This is an optimization exercise on Yosys and OpenROAD, whose aim is small area, a short achievable clock period and few clock cycles per item, not a production implementation. Only simulation tests tie the RTL to the original design; equivalence was not proved.

[constraint.sdc]
create_clock -name core_clock -period 13.0 [get_ports {clk}]
set_input_delay 2.6000 -clock core_clock [delete_from_list [all_inputs] [get_ports {clk}]]
set_output_delay 2.6000 -clock core_clock [all_outputs]
set_load 0.01 [all_outputs]
[config.mk]
export PLATFORM = sky130hd
export DESIGN_NAME = salsa20_core
export DESIGN_NICKNAME = salsa20_core
export VERILOG_FILES = /design/flow/design.v
export SDC_FILE = /design/flow/constraint.sdc
export NUM_CORES = 4
export LEC_CHECK = 0
export CAP_MARGIN = 20
export CORE_MARGIN = 2
export CORE_UTILIZATION = 40
export SETUP_SLACK_MARGIN = 0.3
export SLEW_MARGIN = 20
[design.v]
module salsa_qr (
   input  logic [31:0] a_i,
   input  logic [31:0] b_i,
   input  logic [31:0] c_i,
   input  logic [31:0] d_i,
   output logic [31:0] a_o,
   output logic [31:0] b_o,
   output logic [31:0] c_o,
   output logic [31:0] d_o
);
   logic [31:0] s0, s1, s2, s3;
   assign s0  = a_i + d_i;
   assign b_o = b_i ^ {s0[24:0], s0[31:25]};
   assign s1  = b_o + a_i;
   assign c_o = c_i ^ {s1[22:0], s1[31:23]};
   assign s2  = c_o + b_o;
   assign d_o = d_i ^ {s2[18:0], s2[31:19]};
   assign s3  = d_o + c_o;
   assign a_o = a_i ^ {s3[13:0], s3[31:14]};
endmodule
module salsa_dr_core (
   input  logic         clk,
   input  logic [511:0] dr_in,
   output logic [511:0] dr_out
);
   logic [31:0] x [16];
   logic [31:0] c [16];
   logic [31:0] m [16];
   logic [31:0] r [16];
   logic [511:0] mid;
   for (genvar i = 0; i < 16; i++) begin : g_words
      assign x[i] = dr_in[511-32*i -: 32];
      assign m[i] = mid[511-32*i -: 32];
      assign dr_out[511-32*i -: 32] = r[i];
   end
   salsa_qr u_c0 (.a_i(x[0]),  .b_i(x[4]),  .c_i(x[8]),  .d_i(x[12]),
                  .a_o(c[0]),  .b_o(c[4]),  .c_o(c[8]),  .d_o(c[12]));
   salsa_qr u_c1 (.a_i(x[5]),  .b_i(x[9]),  .c_i(x[13]), .d_i(x[1]),
                  .a_o(c[5]),  .b_o(c[9]),  .c_o(c[13]), .d_o(c[1]));
   salsa_qr u_c2 (.a_i(x[10]), .b_i(x[14]), .c_i(x[2]),  .d_i(x[6]),
                  .a_o(c[10]), .b_o(c[14]), .c_o(c[2]),  .d_o(c[6]));
   salsa_qr u_c3 (.a_i(x[15]), .b_i(x[3]),  .c_i(x[7]),  .d_i(x[11]),
                  .a_o(c[15]), .b_o(c[3]),  .c_o(c[7]),  .d_o(c[11]));
   always_ff @(posedge clk) begin
      for (int i = 0; i < 16; i++) mid[511-32*i -: 32] <= c[i];
   end
   salsa_qr u_r0 (.a_i(m[0]),  .b_i(m[1]),  .c_i(m[2]),  .d_i(m[3]),
                  .a_o(r[0]),  .b_o(r[1]),  .c_o(r[2]),  .d_o(r[3]));
   salsa_qr u_r1 (.a_i(m[5]),  .b_i(m[6]),  .c_i(m[7]),  .d_i(m[4]),
                  .a_o(r[5]),  .b_o(r[6]),  .c_o(r[7]),  .d_o(r[4]));
   salsa_qr u_r2 (.a_i(m[10]), .b_i(m[11]), .c_i(m[8]),  .d_i(m[9]),
                  .a_o(r[10]), .b_o(r[11]), .c_o(r[8]),  .d_o(r[9]));
   salsa_qr u_r3 (.a_i(m[15]), .b_i(m[12]), .c_i(m[13]), .d_i(m[14]),
                  .a_o(r[15]), .b_o(r[12]), .c_o(r[13]), .d_o(r[14]));
endmodule
module salsa_block_ctrl #(
   parameter int DOUBLE_ROUNDS = 10,
   parameter int DR_LAT        = 2
) (
   input  logic         clk,
   input  logic         rst_n,
   input  logic [255:0] key,
   input  logic [63:0]  nonce,
   input  logic [63:0]  ctr_init,
   input  logic         ctr_load,
   input  logic         start,
   output logic [511:0] dr_in,
   input  logic [511:0] dr_out,
   output logic [511:0] ks_block,
   output logic         ks_valid,
   input  logic         ks_ready,
   output logic         busy,
   output logic [63:0]  ctr
);
   localparam logic [1:0] S_IDLE  = 2'd0;
   localparam logic [1:0] S_ROUND = 2'd1;
   localparam logic [1:0] S_FEED  = 2'd2;
   localparam logic [1:0] S_OUT   = 2'd3;
   localparam logic [2:0] WAIT_LAST = 3'(DR_LAT - 1);
   localparam logic [3:0] RND_LAST  = 4'(DOUBLE_ROUNDS - 1);
   localparam logic [31:0] SIGMA0 = 32'h6170_7865;
   localparam logic [31:0] SIGMA1 = 32'h3320_646e;
   localparam logic [31:0] SIGMA2 = 32'h7962_2d32;
   localparam logic [31:0] SIGMA3 = 32'h6b20_6574;
   logic [1:0]   state;
   logic [3:0]   rnd;
   logic [2:0]   wait_cnt;
   logic [511:0] init_reg;
   logic [511:0] init_state;
   logic [511:0] ks_sum;
   assign init_state = {SIGMA0, key[255:128], SIGMA1, nonce,
                        ctr[31:0], ctr[63:32], SIGMA2, key[127:0], SIGMA3};
   assign busy = (state != S_IDLE);
   always_comb begin
      ks_sum = '0;
      for (int i = 0; i < 16; i++) begin
         ks_sum[511-32*i -: 32] = dr_in[511-32*i -: 32] + init_reg[511-32*i -: 32];
      end
   end
   always_ff @(posedge clk or negedge rst_n) begin
      if (!rst_n) begin
         state    <= S_IDLE;
         rnd      <= '0;
         wait_cnt <= '0;
         init_reg <= '0;
         dr_in    <= '0;
         ks_block <= '0;
         ks_valid <= 1'b0;
         ctr      <= '0;
      end else begin
         case (state)
            S_IDLE: begin
               if (ctr_load) begin
                  ctr <= ctr_init;
               end else if (start) begin
                  init_reg <= init_state;
                  dr_in    <= init_state;
                  rnd      <= '0;
                  wait_cnt <= '0;
                  state    <= S_ROUND;
               end
            end
            S_ROUND: begin
               if (wait_cnt == WAIT_LAST) begin
                  dr_in    <= dr_out;
                  wait_cnt <= '0;
                  rnd      <= rnd + 4'd1;
                  if (rnd == RND_LAST) state <= S_FEED;
               end else begin
                  wait_cnt <= wait_cnt + 3'd1;
               end
            end
            S_FEED: begin
               ks_block <= ks_sum;
               ks_valid <= 1'b1;
               state    <= S_OUT;
            end
            S_OUT: begin
               if (ks_ready) begin
                  ks_valid <= 1'b0;
                  ctr      <= ctr + 64'd1;
                  state    <= S_IDLE;
               end
            end
            default: state <= S_IDLE;
         endcase
      end
   end
endmodule
module salsa20_core (
   input  logic         clk,
   input  logic         rst_n,
   input  logic [255:0] key,
   input  logic [63:0]  nonce,
   input  logic [63:0]  ctr_init,
   input  logic         ctr_load,
   input  logic         start,
   output logic [511:0] ks_block,
   output logic         ks_valid,
   input  logic         ks_ready,
   output logic         busy,
   output logic [63:0]  ctr
);
   logic [511:0] dr_in;
   logic [511:0] dr_out;
   salsa_block_ctrl #(.DOUBLE_ROUNDS(10), .DR_LAT(2)) u_ctrl (
      .clk(clk), .rst_n(rst_n), .key(key), .nonce(nonce), .ctr_init(ctr_init),
      .ctr_load(ctr_load), .start(start), .dr_in(dr_in), .dr_out(dr_out),
      .ks_block(ks_block), .ks_valid(ks_valid), .ks_ready(ks_ready),
      .busy(busy), .ctr(ctr));
   salsa_dr_core u_dr (.clk(clk), .dr_in(dr_in), .dr_out(dr_out));
endmodule
[run.sh]
#!/bin/bash
# synth_recipe.tcl (not shown) runs the flow's synth.tcl, then flattens the netlist and writes it again
# the make line also repeats each setting of config.mk as NAME=value (left out here)
make -C /OpenROAD-flow-scripts/flow DESIGN_CONFIG=/design/flow/config.mk WORK_HOME=/design/flow/orfs CLKGATE_MAP_FILE= SYNTH_SCRIPT=/design/flow/synth_recipe.tcl finish
==> impl_metrics.ini <==
[placed_design]
dp_hpwl_um = 673000
gp_congestion = 1.17
io_buffers = 966
place_inst = 21081

[floorplanning]
die_x_um = 601
core_mm2 = 0.355
dieArea_mm2 = 0.361
ioPinCount = 967
start_util = 0.401
std_cell_rows = 219
die_h_um = 601

[setup_path]
cp.arrival_ns = 13.28
worst-setup-path-type = reg2reg
crit_path_frequent_cell = a21oi_1
reg2reg_depth = 50
cp-start-kind = flop
r2r_end = u_ctrl.dr_in[11]
rr_startpoint = u_dr.mid[0]
worstPathRequired_ns = 13.82
reg2reg_slack_ns = 0.54
crit_path_max_fanout = 5
slowest_stage = xnor2_1
worst_path_largest_cell_delay_ns = 0.63
crit_path_end_kind = flop

[logic_synthesis]
synth_top_area_share = 0.260
synth.avg_cell_area_um2 = 9.48
synth_edf_count = 0
synth_top_cell_by_area = dfrtp_1
synth_warnings = 8
yosysUniqueCellTypes = 100
syn_inst = 15047
synthesis.nets = 16918
synth_area_leaders = dfrtp_1 (26%), ha_1 (13%), xnor2_1 (10%)
ys_ff_latch = 1995
ys_seq_area_frac = 0.332
synthArstFlopShare = 0.743
synth_area_mm2 = 0.143
synthFlopType = dfrtp_1

[drt]
drt_iter0_drc = 16274
dr_total_vias = 132886
routed_wl_um = 800000
detail-route-antenna-nets = 0
wl_per_cell_um = 37.0
drtPass1Iterations = 8
routed_via_density = 6.14
drc = 0

[flow_run]
maxCapViolCount = 0

[worst_hold_path]
min_to = u_ctrl.init_reg[224]
hold_class = reg2reg
min_from = u_ctrl.init_reg[224]
hold_depth = 2

[clock_tree]
clockBufferDepth = 4
clk_latency_ns = 1.01
clk_pin_slew_ns = 0.07
ctsHoldBuffers = 0
cts_buffers = 238
cts_tree = built
clkSinkCount = 1995
htree_levels = 4
root_buffer = clkbuf_16

[timing]
fin_skew_ns = 0.0769
fmax_mhz = 80.3
setup_viol = 0
totalNegativeSetupSlack_ns = 0
rsz0062_at_grt = yes
finalCritPeriodShare = 0.958
final-hold-violation-count = 0
slew-limit-headroom = 0.0592
period_minus_slack_ns = 12.46
worstMarginPinSlew_ns = 1.40
slew_violations = 0

[grt]
grt_usage = 0.426
antenna_found_initial = 152
grt_first_pass_wirelength_um = 1060000
grt_pass1_vias = 122833
overflow = 0
grt_max_degree = 159

[finish]
final.fill_count = 34110
reg_top3 = u_ctrl.dr_in (512), u_ctrl.ks_block (512), u_dr.mid (512)
final_common_cell = xnor2_1
mostFrequentLayoutCells = xnor2_1 (1562), dfrtp_1 (1480), ha_1 (1435)
fin_cells = 21638
layout-drive-gt1-share = 0.127
syn_to_final_growth_pct = 20.5
nets = 18448

[outcome]
status = finished clean
-- metal layers --
metal / global-route usage / wire length [um]
met3: 0.135 / 89500
met5: 0 / 374
met2: 0.600 / 323000
met4: 0.338 / 74500
met1: 0.535 / 312000
-- cell type report --
class | count | area (um^2) | share of cell area
antenna | 104 | 260 | 0.00151
clock buffer | 323 | 6850 | 0.0399
clock inverter | 123 | 1400 | 0.00816
inverter | 418 | 1580 | 0.00917
multi-input combinational | 12255 | 93300 | 0.543
sequential | 1995 | 47400 | 0.276
tap | 4751 | 5940 | 0.0346
timing repair buffer | 1669 | 15200 | 0.0882
-- worst max-delay path, delay by kind of cell (launching register included) --
kind	cells	cell delay (ns)
buffers and inverters	4	0.86
and+or+nand+nor	8	1.37
adders and majority gates	5	1.58
AOI/OAI and AO/OA	29	6.11
DFF	1	0.53
xor gates and xnor gates	4	1.81
-- synth_stat cells (all sizes together) (177+ instances only) --
master,number
o21ai,648
nor3,177
xor2,748
a21oi,1252
nand2,1264
ha,1437
inv,418
nand3,284
dfrtp,1483
nor2,710
mux2,728
a21o,833
dfxtp,512
xnor2,1657
a22oi,292
clkbuf,338
-- cell families (layout without fill, tap and decap cells) --
group	after synthesis	count (layout)	synth area share
other	0	104	0
and+or+nand+nor	3252	3252	0.106
buffers and inverters	797	2533	0.0210
DFF	1995	1995	0.332
adders and majority gates	1482	1482	0.132
muxes	769	769	0.0603
xor gates and xnor gates	2412	2412	0.149
AOI/OAI and AO/OA	4340	4340	0.200
-- worst max-delay path by stage --
stage,cells past startpoint,from,to
2_1_floorplan,48,u_ctrl.dr_in[320],u_dr.mid[335]
3_3_place_gp,47,u_dr.mid[7],u_ctrl.dr_in[11]
3_5_place_dp,47,u_dr.mid[7],u_ctrl.dr_in[11]
4_1_cts,48,u_ctrl.dr_in[320],u_dr.mid[335]
5_1_grt,45,u_ctrl.dr_in[320],u_dr.mid[335]
6_report,50,u_dr.mid[0],u_ctrl.dr_in[11]
-- stage by stage --
stage / area (um^2) / hold slack (ns) / setup slack (ns) / util
global placement: 163000 / 0.462 / 0.123 / 0.459
finish: 172000 / 0.482 / 0.541 / 0.484
floorplan: 143000 / 0.454 / 2.52 / -
global route: 172000 / 0.498 / 0.282 / 0.483
CTS: 171000 / 0.486 / 0.334 / 0.482
detailed placement: 163000 / 0.472 / 0.0282 / 0.459
-- timing repair --
item                       4_1_cts  5_1_grt
setup endpoints to repair        7       95
resized for setup                2       60
pin swaps                        0        6
setup buffers                    0        6
Testbench counts, summed over its fixed seeds: cycles 5,888, blocks 256.

==> separate check: timing with driven ports <==
How much do the figures lean on ideal ports? The routed layout below was timed once more, with nothing changed but the port constraints.
Step 1 sets driving cells, clkbuf_16 on the clock port and buf_2 on the other inputs (assumed; they add their load-dependent delay and slew).
Step 2 times the ports against the registers' clock, not the clock port: input delays grow and output delays shrink by t, the midpoint of the rising clock arrivals with the driver on.
a / b / c = no drivers / after step 1 / after step 2; a / b = the first two.
shift t [ns]: 1.090
setup WS [ns]: 0.541 / 0.541 / 0.541
hold WS [ns]: 0.482 / 0.482 / 0.482
worst data-port slew with drivers (ns): 0.18
cell pins on the clock port's net: 1
After both steps setup and hold are still met in this run. For this run, drivers alone change the setup slack by 0.000 ns; drivers and shift together by 0.000 ns.
